What follows belongs to an exercise in optimizing a design on an open flow for small area; a production flow would make more cautious choices.
Only simulation tests tie the RTL to the original design; equivalence was not proved.
Power figures rest on the tool's default switching activity, not on a simulated workload.

File: flow/run.sh
#!/bin/bash
# synth_recipe.tcl (not shown) runs the flow's synth.tcl, then flattens the netlist and writes it again
# the make line also repeats each setting of config.mk as NAME=value (left out here)
make -C /OpenROAD-flow-scripts/flow DESIGN_CONFIG=/design/flow/config.mk WORK_HOME=/design/flow/orfs CLKGATE_MAP_FILE= SYNTH_SCRIPT=/design/flow/synth_recipe.tcl finish
File: flow/config.mk
export PLATFORM = sky130hd
export DESIGN_NAME = wb_subsystem_top
export DESIGN_NICKNAME = wb_subsystem_top
export VERILOG_FILES = /design/flow/design.v
export SDC_FILE = /design/flow/constraint.sdc
export NUM_CORES = 4
export LEC_CHECK = 0
export CAP_MARGIN = 20
export CORE_MARGIN = 2
export CORE_UTILIZATION = 40
export SLEW_MARGIN = 20
File: flow/constraint.sdc
create_clock -name core_clock -period 6.0 [get_ports {wb_clk_i}]
set_input_delay 1.2000 -clock core_clock [delete_from_list [all_inputs] [get_ports {wb_clk_i}]]
set_output_delay 1.2000 -clock core_clock [all_outputs]
set_load 0.01 [all_outputs]
File: flow/design.v
`timescale 1ns/1ps
package wb_mux_pkg;
    typedef logic [31:0] wb_addr_t;
    typedef logic [31:0] wb_data_t;
    typedef logic [15:0] reg_offset_t;
    typedef logic [7:0] team_sel_t;
    typedef logic [16-1:0] gpio_vec_t;
    typedef enum logic {
        BUS_IDLE = 1'b0,
        BUS_ACK  = 1'b1
    } bus_state_t;
endpackage
`timescale 1ns/1ps
module wb_interconnect (
    input  logic                                wbs_stb_i,
    input  wb_mux_pkg::wb_addr_t                wbs_adr_i,
    output logic                                wbs_ack_o,
    output wb_mux_pkg::wb_data_t                wbs_dat_o,
    output logic [4:0]                 designs_stb_o,
    output logic                                la_control_stb_o,
    output logic                                gpio_control_stb_o,
    output wb_mux_pkg::wb_addr_t                adr_truncated_o,
    input  logic [32*(4+1)-1:0]        designs_wbs_dat_o_flat,
    input  wb_mux_pkg::wb_data_t                la_control_dat_i,
    input  wb_mux_pkg::wb_data_t                gpio_control_dat_i,
    input  logic [4:0]                 designs_ack_i,
    input  logic                                la_control_ack_i,
    input  logic                                gpio_control_ack_i
);
    wb_mux_pkg::team_sel_t team_sel;
    wb_mux_pkg::wb_data_t  designs_dat [4:0];
    logic                  in_designs;
    logic                  in_la;
    logic                  in_gpio;
    assign team_sel   = wbs_adr_i[23:16];
    assign in_designs = (wbs_adr_i[31:24] == 8'h30);
    assign in_la      = (wbs_adr_i[31:16] == 16'h3100);
    assign in_gpio    = (wbs_adr_i[31:16] == 16'h3200);
    assign adr_truncated_o = {16'h0000, wbs_adr_i[15:0]};
    always_comb begin
        for (int i = 0; i <= 4; i++) begin
            designs_dat[i] = designs_wbs_dat_o_flat[i*32 +: 32];
        end
    end
    assign la_control_stb_o   = in_la & wbs_stb_i;
    assign gpio_control_stb_o = in_gpio & wbs_stb_i;
    always_comb begin
        designs_stb_o = '0;
        for (int i = 1; i <= 4; i++) begin
            if (in_designs && team_sel == wb_mux_pkg::team_sel_t'(i)) begin
                designs_stb_o[i] = wbs_stb_i;
            end
        end
    end
    always_comb begin
        wbs_dat_o = '0;
        wbs_ack_o = 1'b0;
        if (in_designs) begin
            for (int i = 0; i <= 4; i++) begin
                if (team_sel == wb_mux_pkg::team_sel_t'(i)) begin
                    wbs_dat_o = designs_dat[i];
                    wbs_ack_o = designs_ack_i[i];
                end
            end
        end else if (in_la) begin
            wbs_dat_o = la_control_dat_i;
            wbs_ack_o = la_control_ack_i;
        end else if (in_gpio) begin
            wbs_dat_o = gpio_control_dat_i;
            wbs_ack_o = gpio_control_ack_i;
        end
    end
endmodule
`timescale 1ns/1ps
module la_control (
    input  logic                 wb_clk_i,
    input  logic                 rst_n_i,
    input  logic                 stb_i,
    input  logic                 we_i,
    input  wb_mux_pkg::wb_addr_t adr_i,
    input  wb_mux_pkg::wb_data_t dat_i,
    output logic                 ack_o,
    output wb_mux_pkg::wb_data_t dat_o,
    input  wb_mux_pkg::wb_data_t la_data_i,
    output wb_mux_pkg::wb_data_t la_data_o,
    output wb_mux_pkg::wb_data_t la_oen_o
);
    wb_mux_pkg::bus_state_t  state_q;
    wb_mux_pkg::reg_offset_t offset;
    wb_mux_pkg::wb_data_t    la_data_q;
    wb_mux_pkg::wb_data_t    la_oen_q;
    wb_mux_pkg::wb_data_t    rd_word;
    wb_mux_pkg::wb_data_t    rd_q;
    logic                    access;
    assign offset = adr_i[15:0];
    assign access = (state_q == wb_mux_pkg::BUS_IDLE) && stb_i;
    always_ff @(posedge wb_clk_i or negedge rst_n_i) begin
        if (!rst_n_i) begin
            state_q <= wb_mux_pkg::BUS_IDLE;
        end else if (state_q == wb_mux_pkg::BUS_ACK) begin
            state_q <= wb_mux_pkg::BUS_IDLE;
        end else if (stb_i) begin
            state_q <= wb_mux_pkg::BUS_ACK;
        end
    end
    always_comb begin
        case (offset)
            16'h0000: rd_word = la_data_q;
            16'h0004:  rd_word = la_oen_q;
            16'h0008:   rd_word = la_data_i;
            default:   rd_word = '0;
        endcase
    end
    always_ff @(posedge wb_clk_i or negedge rst_n_i) begin
        if (!rst_n_i) begin
            la_data_q <= '0;
            la_oen_q  <= '0;
            rd_q      <= '0;
        end else if (access) begin
            if (we_i) begin
                if (offset == 16'h0000) la_data_q <= dat_i;
                if (offset == 16'h0004) la_oen_q <= dat_i;
            end else begin
                rd_q <= rd_word;
            end
        end
    end
    assign ack_o     = (state_q == wb_mux_pkg::BUS_ACK);
    assign dat_o     = rd_q;
    assign la_data_o = la_data_q;
    assign la_oen_o  = la_oen_q;
endmodule
`timescale 1ns/1ps
module gpio_control (
    input  logic                  wb_clk_i,
    input  logic                  rst_n_i,
    input  logic                  stb_i,
    input  logic                  we_i,
    input  wb_mux_pkg::wb_addr_t  adr_i,
    input  wb_mux_pkg::wb_data_t  dat_i,
    output logic                  ack_o,
    output wb_mux_pkg::wb_data_t  dat_o,
    input  wb_mux_pkg::gpio_vec_t gpio_in_i,
    output wb_mux_pkg::gpio_vec_t gpio_out_o,
    output wb_mux_pkg::gpio_vec_t gpio_oe_o
);
    wb_mux_pkg::bus_state_t  state_q;
    wb_mux_pkg::reg_offset_t offset;
    wb_mux_pkg::gpio_vec_t   gpio_out_q;
    wb_mux_pkg::gpio_vec_t   gpio_oe_q;
    wb_mux_pkg::gpio_vec_t   gpio_meta_q;
    wb_mux_pkg::gpio_vec_t   gpio_sync_q;
    wb_mux_pkg::wb_data_t    rd_word;
    wb_mux_pkg::wb_data_t    rd_q;
    logic                    access;
    assign offset = adr_i[15:0];
    assign access = (state_q == wb_mux_pkg::BUS_IDLE) && stb_i;
    always_ff @(posedge wb_clk_i or negedge rst_n_i) begin
        if (!rst_n_i) begin
            state_q <= wb_mux_pkg::BUS_IDLE;
        end else if (state_q == wb_mux_pkg::BUS_ACK) begin
            state_q <= wb_mux_pkg::BUS_IDLE;
        end else if (stb_i) begin
            state_q <= wb_mux_pkg::BUS_ACK;
        end
    end
    always_ff @(posedge wb_clk_i or negedge rst_n_i) begin
        if (!rst_n_i) begin
            gpio_meta_q <= '0;
            gpio_sync_q <= '0;
        end else begin
            gpio_meta_q <= gpio_in_i;
            gpio_sync_q <= gpio_meta_q;
        end
    end
    always_comb begin
        case (offset)
            16'h0000: rd_word = wb_mux_pkg::wb_data_t'(gpio_out_q);
            16'h0004:  rd_word = wb_mux_pkg::wb_data_t'(gpio_oe_q);
            16'h0008:   rd_word = wb_mux_pkg::wb_data_t'(gpio_sync_q);
            default:   rd_word = '0;
        endcase
    end
    always_ff @(posedge wb_clk_i or negedge rst_n_i) begin
        if (!rst_n_i) begin
            gpio_out_q <= '0;
            gpio_oe_q  <= '0;
            rd_q       <= '0;
        end else if (access) begin
            if (we_i) begin
                if (offset == 16'h0000) gpio_out_q <= dat_i[16-1:0];
                if (offset == 16'h0004) gpio_oe_q <= dat_i[16-1:0];
            end else begin
                rd_q <= rd_word;
            end
        end
    end
    assign ack_o      = (state_q == wb_mux_pkg::BUS_ACK);
    assign dat_o      = rd_q;
    assign gpio_out_o = gpio_out_q;
    assign gpio_oe_o  = gpio_oe_q;
endmodule
`timescale 1ns/1ps
module team_slot #(
    parameter int TEAM_ID = 1
) (
    input  logic                 wb_clk_i,
    input  logic                 rst_n_i,
    input  logic                 stb_i,
    input  logic                 we_i,
    input  wb_mux_pkg::wb_addr_t adr_i,
    input  wb_mux_pkg::wb_data_t dat_i,
    output logic                 ack_o,
    output wb_mux_pkg::wb_data_t dat_o
);
    wb_mux_pkg::bus_state_t  state_q;
    wb_mux_pkg::reg_offset_t offset;
    wb_mux_pkg::wb_data_t    scratch_q;
    wb_mux_pkg::wb_data_t    count_q;
    wb_mux_pkg::wb_data_t    rd_word;
    wb_mux_pkg::wb_data_t    rd_q;
    logic                    access;
    assign offset = adr_i[15:0];
    assign access = (state_q == wb_mux_pkg::BUS_IDLE) && stb_i;
    always_ff @(posedge wb_clk_i or negedge rst_n_i) begin
        if (!rst_n_i) begin
            state_q <= wb_mux_pkg::BUS_IDLE;
        end else if (state_q == wb_mux_pkg::BUS_ACK) begin
            state_q <= wb_mux_pkg::BUS_IDLE;
        end else if (stb_i) begin
            state_q <= wb_mux_pkg::BUS_ACK;
        end
    end
    always_comb begin
        case (offset)
            16'h0000: rd_word = scratch_q;
            16'h0004:      rd_word = wb_mux_pkg::wb_data_t'(TEAM_ID);
            16'h0008:   rd_word = count_q;
            default:      rd_word = '0;
        endcase
    end
    always_ff @(posedge wb_clk_i or negedge rst_n_i) begin
        if (!rst_n_i) begin
            scratch_q <= '0;
            count_q   <= '0;
            rd_q      <= '0;
        end else if (access) begin
            if (we_i && offset == 16'h0008) count_q <= dat_i;
            else count_q <= count_q + 1'b1;
            if (we_i) begin
                if (offset == 16'h0000) scratch_q <= dat_i;
            end else begin
                rd_q <= rd_word;
            end
        end
    end
    assign ack_o = (state_q == wb_mux_pkg::BUS_ACK);
    assign dat_o = rd_q;
endmodule
`timescale 1ns/1ps
module wb_subsystem_top (
    input  logic                  wb_clk_i,
    input  logic                  rst_n_i,
    input  logic                  wbs_stb_i,
    input  logic                  wbs_we_i,
    input  wb_mux_pkg::wb_addr_t  wbs_adr_i,
    input  wb_mux_pkg::wb_data_t  wbs_dat_i,
    output logic                  wbs_ack_o,
    output wb_mux_pkg::wb_data_t  wbs_dat_o,
    input  wb_mux_pkg::wb_data_t  la_data_i,
    output wb_mux_pkg::wb_data_t  la_data_o,
    output wb_mux_pkg::wb_data_t  la_oen_o,
    input  wb_mux_pkg::gpio_vec_t gpio_in_i,
    output wb_mux_pkg::gpio_vec_t gpio_out_o,
    output wb_mux_pkg::gpio_vec_t gpio_oe_o
);
    logic [4:0]          designs_stb;
    logic                         la_control_stb;
    logic                         gpio_control_stb;
    wb_mux_pkg::wb_addr_t         adr_truncated;
    wire [32*(4+1)-1:0]  designs_dat_flat;
    wire [4:0]           designs_ack;
    wb_mux_pkg::wb_data_t         la_control_dat;
    wb_mux_pkg::wb_data_t         gpio_control_dat;
    logic                         la_control_ack;
    logic                         gpio_control_ack;
    assign designs_dat_flat[31:0] = '0;
    assign designs_ack[0]         = 1'b0;
    wb_interconnect u_interconnect (
        .wbs_stb_i              (wbs_stb_i),
        .wbs_adr_i              (wbs_adr_i),
        .wbs_ack_o              (wbs_ack_o),
        .wbs_dat_o              (wbs_dat_o),
        .designs_stb_o          (designs_stb),
        .la_control_stb_o       (la_control_stb),
        .gpio_control_stb_o     (gpio_control_stb),
        .adr_truncated_o        (adr_truncated),
        .designs_wbs_dat_o_flat (designs_dat_flat),
        .la_control_dat_i       (la_control_dat),
        .gpio_control_dat_i     (gpio_control_dat),
        .designs_ack_i          (designs_ack),
        .la_control_ack_i       (la_control_ack),
        .gpio_control_ack_i     (gpio_control_ack)
    );
    la_control u_la_control (
        .wb_clk_i  (wb_clk_i),
        .rst_n_i   (rst_n_i),
        .stb_i     (la_control_stb),
        .we_i      (wbs_we_i),
        .adr_i     (adr_truncated),
        .dat_i     (wbs_dat_i),
        .ack_o     (la_control_ack),
        .dat_o     (la_control_dat),
        .la_data_i (la_data_i),
        .la_data_o (la_data_o),
        .la_oen_o  (la_oen_o)
    );
    gpio_control u_gpio_control (
        .wb_clk_i   (wb_clk_i),
        .rst_n_i    (rst_n_i),
        .stb_i      (gpio_control_stb),
        .we_i       (wbs_we_i),
        .adr_i      (adr_truncated),
        .dat_i      (wbs_dat_i),
        .ack_o      (gpio_control_ack),
        .dat_o      (gpio_control_dat),
        .gpio_in_i  (gpio_in_i),
        .gpio_out_o (gpio_out_o),
        .gpio_oe_o  (gpio_oe_o)
    );
    for (genvar t = 1; t <= 4; t++) begin : g_team
        team_slot #(
            .TEAM_ID(t)
        ) u_team_slot (
            .wb_clk_i (wb_clk_i),
            .rst_n_i  (rst_n_i),
            .stb_i    (designs_stb[t]),
            .we_i     (wbs_we_i),
            .adr_i    (adr_truncated),
            .dat_i    (wbs_dat_i),
            .ack_o    (designs_ack[t]),
            .dat_o    (designs_dat_flat[t*32 +: 32])
        );
    end
endmodule
==> flow_summary.toml <==
[logic_synthesis]
synth.cell_area_mm2 = 0.02745
ys_ff_latch = 566
ys_async_sr_fraction_pct = 100.0
netlist_top_cells_count = "566 x dfrtp_1, 229 x a21oi_1, 214 x mux2_2, 173 x a22oi_1, 169 x nor2_1"
synth-edff-count = 0
synthTopCellsByArea = "dfrtp_1 52%, mux2_2 8.8%, a22oi_1 4.7%"
yosysMostFrequentCell = "dfrtp_1"
syn_nets = 2736
synth_top_area_share_pct = 51.60
synth-seq-area-share_pct = 51.60
synth_area_per_cell_um2 = 10.49
yosysTopAreaCell = "dfrtp_1"
syn_inst = 2616
yosysWarnings = 8
synth_cell_types = 75
synthFlopType = "dfrtp_1"

[power_and_ir_drop]
power.switching_uw = 1872
intPower_uw = 6399
ir_worst_vdd_uv = 285.9
pwr-share-clk_pct = 49.6
power_leakage_uw = 0.01380
p_sw_share_pct = 22.63
combPwrFrac_pct = 4.0
seq_power_share_pct = 46.3
p_per_area_mw_per_mm2 = 251.9

[placement]
dpl.hpwl_mm = 66.80
place_area_mm2 = 0.03064
portBuffers = 244
gp_congestion = 0.9113
pre_cts_slack_ps = 719.5

[setup_path]
path_buf_inv = 4
crit_arrival_ps = 4110
crit_path_start = "wbs_adr_i[21]"
rr_endpoint = "g_team[2].u_team_slot.count_q[22]$_DFFE_PN0N_"
worstReg2RegStart = "g_team[2].u_team_slot.count_q[0]$_DFFE_PN0N_"
max_stage_delay_ps = 620
crit_family = "buffers and inverters"
rrSetupSlack_ps = 2920
cp_slowest_cell = "clkdlybuf4s50_1"
crit_chain = "clkdlybuf4s50_1 > nor4_4 > nand4_2 > buf_4 > nor2_2 > buf_4 > a22oi_1 > o21ai_0 > clkdlybuf4s50_1"
ff2ff_path_depth = 6
endpoint_kind = "output port"
critPathLaunchType = "input pin"
required_ps = 4800
path_depth = 9
crit_type = "in2out"
path_max_fanout = 33

[grt]
grt_pass1_vias = 22750
grt_max_degree = 163
grt_usage_pct = 27.48
antenna_found_initial = 1
gr-total-overflow = 0
grt_pass1_wl_mm = 147.7

[detailed_routing]
avgViaCountPerCell = 6.323
wl_met2_mm = 46.90
m1WireLength_mm = 40.95
route.detailed.drc = 0
top_layer = "met4"
totalWireLength_mm = 99.20
vias = 23330
drt_iter0_markers = 2322
route.met3.wl_mm = 6.734
dr.pass1.iters = 5
wl_per_cell_um = 26.88
ant_nets = 0

[sta]
max_slew.worst_pin.slew_ps = 1190
final_max_slew_viol_count = 0
maxSlewHeadroom_pct = 19.92
finalHoldViolCount = 0
fin_crit_ps = 5313
period_share_pct = 88.55
tns_ps = 0
setup_violations = 0
rsz0062_at_grt = "false"
fin_hold_ws_ps = 349.3
finClkSkew_ps = 30.58
max_clock_freq_ghz = 0.1882
setup_slack_ps = 686.8

[clock_tree]
cts_hold_buffers = 0
cts_setup_buffers = 0
clk_pin_slew_worst_paths_ps = 60
cts_tree = "done"
cts-buffers-inserted = 61
root_buffer = "clkbuf_16"
cts_max_path_buffers = 3
h-tree-depth = 2
clkLatencyLatePin_ps = 660
ctsResizeCount = 0
cts.sinks = 566

[worst_hold_path]
min_path_type = "reg2reg"
whs_endpoint = "u_gpio_control.gpio_sync_q[1]$_DFF_PN0_"
min_from = "u_gpio_control.gpio_meta_q[1]$_DFF_PN0_"
min_path_cells = 0

[run]
drv_cap = 0

[floorplan]
ioPinCount = 245
die-area_mm2 = 0.07074
coreArea_mm2 = 0.06823
die_h_um = 266.0
die_w_um = 266.0
rows = 96
initial_utilization_pct = 40.23

[cells_and_area]
final_area_mm2 = 0.03284
syn_to_final_growth_pct = 19.63
post-route-util_pct = 48.13
drive_gt1_share_pct = 14.86
nets = 2879

[run_status]
status = "no timing/DRC/antenna violations"
==> kinds of logic (layout without fill, tap and decap cells) <==
group | after synthesis | after routing | synth area share (%)
flops | 566 | 566 | 51.60
fa+ha+maj | 4 | 4 | 0.1823
compound gates | 868 | 868 | 20.80
mux | 307 | 307 | 12.33
other cells | 0 | 2 | 0
buf+inv | 265 | 455 | 4.061
simple gates | 606 | 606 | 11.03
==> worst max path at each step <==
stage	endpoint	slack [ps]
finish	wbs_dat_o[0]	690
global route	wbs_dat_o[10]	610
CTS	wbs_dat_o[0]	710
detailed placement	wbs_dat_o[0]	720
global placement	wbs_dat_o[2]	760
floorplan	wbs_dat_o[16]	1870
==> through the flow <==
stage,power [µW],std cells
after floorplan,3977,2616
after global placement,4232,3577
after detailed placement,4236,3577
after CTS,8325,3687
after global routing,8508,3689
final,8271,3690
==> worst reg2reg max path: stages, from the launching register on <==
cell	delay, ps
dfrtp_1	440
ha_1	280
nand4_1	320
nor4_1	840
o21ai_0	530
o32ai_1	390
a2bb2oi_1	100
==> cell usage in the layout (no fill, tap or decap), types with 6 or more instances in the layout <==
cell               n
o22ai_1           41
o31ai_1            7
inv_1             35
dfrtp_1          566
a21oi_1          229
clkbuf_8          14
and3_1            25
a41oi_1           18
a2bb2oi_1         41
clkbuf_16         61
nand3_1           49
bufinv_16         10
clkdlybuf4s50_1  240
buf_12             6
or4_1             11
a22o_1            54
a31oi_1           34
o22a_1            45
o21ai_0          160
and2_1             7
mux2i_1           58
o21a_1            13
o2bb2ai_1          7
mux2_2           214
buf_4             56
and4_1            18
nor3_1            49
clkbuf_1          12
mux2_1            35
nand2_1          162
nand4_1           40
nor4_1            18
o32ai_1           13
a22oi_1          173
nor2_1           165
==> per-layer routing <==
metal	vias up	track usage [%]
met4	0	12.16
li1	10100	-
met5	-	0
met3	250	4.353
met2	1060	44.05
met1	11920	36.89
==> layout make-up <==
class	instances	area [µm²]
multi-input cells	1785	12260
repair buffers	306	2995
flip-flops and latches	566	14160
well taps	882	1104
clock buffers	87	1764
inverters	39	146.4
fillers	6229	35390
clock inverters	23	402.9
diodes	2	5.005
==> state kept, by name, summed over array words and instances, names as in the netlist <==
| signal | cells |
|---|---|
| g_team.u_team_slot.state_q | 4 |
| u_gpio_control.gpio_meta_q | 16 |
| u_la_control.la_data_q | 32 |
| u_la_control.la_oen_q | 32 |
| u_gpio_control.gpio_oe_q | 16 |
| g_team.u_team_slot.count_q | 128 |
| g_team.u_team_slot.scratch_q | 128 |
| u_la_control.rd_q | 32 |
| g_team.u_team_slot.rd_q | 128 |
| u_la_control.state_q | 1 |
| u_gpio_control.state_q | 1 |
| u_gpio_control.gpio_out_q | 16 |
| u_gpio_control.gpio_sync_q | 16 |
| u_gpio_control.rd_q | 16 |
==> power groups by stage <==
stage | clock (µW) | combinational [µW] | sequential, µW
finish | 4110 | 334 | 3830
global route | 4320 | 355 | 3830
CTS | 4160 | 336 | 3830
detailed placement | 0 | 336 | 3900
global placement | 0 | 331 | 3900
floorplan | 0 | 75.6 | 3900

-- port drivers added, routing unchanged --
The results above use ideal ports. As a check the final layout listed here was re-extracted and re-timed, cells and wires unchanged.
Step 1: set_driving_cell puts a clkbuf_16 on wb_clk_i and a buf_2 on each other input, an assumption about the parent block.
Step 2 times the ports against the registers' clock, not the clock port: input delays grow and output delays shrink by t, the midpoint of the rising clock arrivals with the driver on.
Slacks: no drivers / after step 1 / after step 2; pairs: no drivers / after step 1.
t, ns: 0.710
setup WS [ns]: 0.687 / 0.650 / 0.650
worst setup path at the end: input to output
worst register clock-pin slew, ns: 0.07 / 0.07
After both steps this run still meets setup and hold. For this run, drivers alone change the setup slack by -0.037 ns; drivers and shift together by -0.037 ns.
